From an optimization exercise on the open Yosys and OpenROAD flow, aimed at small area; shortcuts taken in it are not production practice.
Only simulation tests tie the RTL to the original design; equivalence was not proved.
Power is estimated from default activity; no workload was simulated.

Design instr_register_pipe, start of the top module:
module instr_register_pipe #(
  parameter int DEPTH = 32,
  parameter int OP_W  = 8,
  localparam int AW    = $clog2(DEPTH),
  localparam int RES_W = 2 * OP_W
) (
  input  logic                    clk,
  input  logic                    reset,
  input  logic                    load_en,
  input  logic [AW-1:0]           write_pointer,
  input  logic [2:0]              opcode,
  input  logic [OP_W-1:0]         operand_a,
  input  logic [OP_W-1:0]         operand_b,
  input  logic                    clear_en,
  input  logic                    rd_en,
  input  logic [AW-1:0]           read_pointer,
  output logic                    rd_valid,
  output logic                    rd_hit,
  output logic [2:0]              rd_opcode,
  output logic [OP_W-1:0]         rd_operand_a,
  output logic [OP_W-1:0]         rd_operand_b,
  output logic [RES_W-1:0]        rd_result,
  output logic                    rd_div0,
  output logic [AW:0]             entry_count,
  output logic                    full
);
For scale: ~690 flip-flops, ~79 I/O pins.
export LEC_CHECK = 0
export CAP_MARGIN = 0
export CORE_MARGIN = 2
export CORE_UTILIZATION = 70
export PLACE_DENSITY = 0.8
export SLEW_MARGIN = 0
export SYNTH_HIERARCHICAL = 1
export SYNTH_MINIMUM_KEEP_SIZE = 0
create_clock -name core_clock -period 30.0 [get_ports {clk}]
standard.sh (not shown) runs the stock make flow with config.mk's settings and CLKGATE_MAP_FILE= SYNTH_SCRIPT=/design/flow/synth_recipe.tcl, a recipe that flattens the netlist after the stock synthesis.
==> flow/flow/run.sh <==
#!/bin/bash
# Own layout flow: the standard ORFS flow (standard.sh) with
#  - synthesis identical to synth_recipe.tcl except for the ABC mapping script
#    (area-oriented mapping; registers are mapped before ABC, so their names
#    and cell types are those of the standard synthesis),
#  - small port buffers,
#  - a clock tree built from smaller clock buffers without dummy loads.
# Each tool's full output goes to a log file in the work folder.
set -euo pipefail
WORK=$(pwd)
FLOWDIR=$WORK/flow

# Synthesis script: synth_recipe.tcl with ORFS synth.tcl patched to use our ABC script
cp "$FLOW_HOME/scripts/synth_preamble.tcl" "$WORK/my_preamble.tcl"
echo "set abc_args [lreplace \$abc_args 1 1 $FLOWDIR/abc_area.script]" >> "$WORK/my_preamble.tcl"
sed "s#source \$::env(SCRIPTS_DIR)/synth_preamble.tcl#source $WORK/my_preamble.tcl#" "$FLOW_HOME/scripts/synth.tcl" > "$WORK/my_synth_core.tcl"
sed "s#source \$::env(SCRIPTS_DIR)/synth.tcl#source $WORK/my_synth_core.tcl#" "$WORK/synth_recipe.tcl" > "$WORK/my_synth.tcl"
grep -q my_synth_core "$WORK/my_synth.tcl"
grep -q abc_area.script "$WORK/my_preamble.tcl"
sed "s#SYNTH_SCRIPT=[^ ]*#SYNTH_SCRIPT=$WORK/my_synth.tcl#" "$WORK/standard.sh" > "$WORK/my_standard.sh"
grep -q "SYNTH_SCRIPT=$WORK/my_synth.tcl" "$WORK/my_standard.sh"

export BUFFER_PORTS_ARGS="-buffer_cell sky130_fd_sc_hd__buf_1"
export CTS_ARGS="-sink_clustering_enable -repair_clock_nets -dont_use_dummy_load -buf_list sky130_fd_sc_hd__clkbuf_8 -sink_clustering_size 20 -sink_clustering_max_diameter 50"

bash "$WORK/my_standard.sh" synth > "$WORK/log_synth.txt" 2>&1
bash "$WORK/my_standard.sh" > "$WORK/log_layout.txt" 2>&1
==> flow/flow/abc_area.script <==
strash
dc2
dch -f
amap
topo
dnsize -c
The first run finished with timing, DRC and antenna clean.
Rerun with:
--- a/flow/flow/run.sh
+++ b/flow/flow/run.sh
@@ -23,3 +23,3 @@
 export BUFFER_PORTS_ARGS="-buffer_cell sky130_fd_sc_hd__buf_1"
-export CTS_ARGS="-sink_clustering_enable -repair_clock_nets -dont_use_dummy_load -buf_list sky130_fd_sc_hd__clkbuf_8 -sink_clustering_size 20 -sink_clustering_max_diameter 50"
+export CTS_ARGS="-sink_clustering_enable -repair_clock_nets -dont_use_dummy_load -buf_list sky130_fd_sc_hd__clkbuf_8 -sink_clustering_size 16 -sink_clustering_max_diameter 60"
 
- CAP_MARGIN: 0 -> 20
- CORE_UTILIZATION: 70 -> 40
- PLACE_DENSITY: 0.8 -> not set
- SLEW_MARGIN: 0 -> 20
What happened:
- The changed run went through all stages and came out clean
- power rose by 2.9%
- via count fell by 2.8%
- synthesized cell count stays the same
- clock power rose by about 10%
- wire length rose by 6.8%
- first-iteration DRC count fell by 16%
- register-to-register slack gets better by 0.69 ns
Rerun with:
==> flow/flow/abc_area.script (replaced) <==
strash
dc2
dch -f
amap
topo
buffer -c
dnsize -c
- CAP_MARGIN: 20 -> 0
- CORE_UTILIZATION: 40 -> 60
- SLEW_MARGIN: 20 -> 0
Effect: Clock-buffer cell count goes down by 4. Power drops by 1.5%. Final area drops by 1.7%. Die area came out lower by 33%. Via count is about the same.
Rerun with:
==> flow/flow/abc_area.script (replaced) <==
strash
dc2
dch -f
amap
topo
dnsize -c
=>
- final cell count hardly moves
- wire length went up slightly
- combinational power increases by roughly a tenth
- clock skew is lower by 0.036 ns
- area after synthesis drops slightly
- non-clock buffer count rose by 6
- clock power went up slightly
- power increases slightly
- via count grows slightly
- synthesized cell count is lower slightly
- hold slack is better by 0.0062 ns

separate check: timing with driven ports:
How much do the figures lean on ideal ports? The routed layouts below were timed once more, with nothing changed but the port constraints.
Step 1, drivers: a clkbuf_16 drives clk and a buf_2 each remaining input, both assumed.
Step 2 times the ports against the registers' clock, not the clock port: input delays grow and output delays shrink by t, the midpoint of the rising clock arrivals with the driver on.
Three values: no drivers, after step 1, after step 2; two values: the first two.
run | t (ns) | setup slack, ns | latest minus earliest clock arrival (ns)
the first run | 0.696 | 1.902 / 1.853 / 2.549 | 0.122 / 0.122
the second run | 0.694 | 2.120 / 2.063 / 2.756 | 0.119 / 0.119
the third run | 0.675 | 2.376 / 2.322 / 2.998 | 0.147 / 0.147
the fourth run | 0.692 | 2.166 / 2.112 / 2.804 | 0.113 / 0.113
After both steps setup and hold are still met in every run listed.
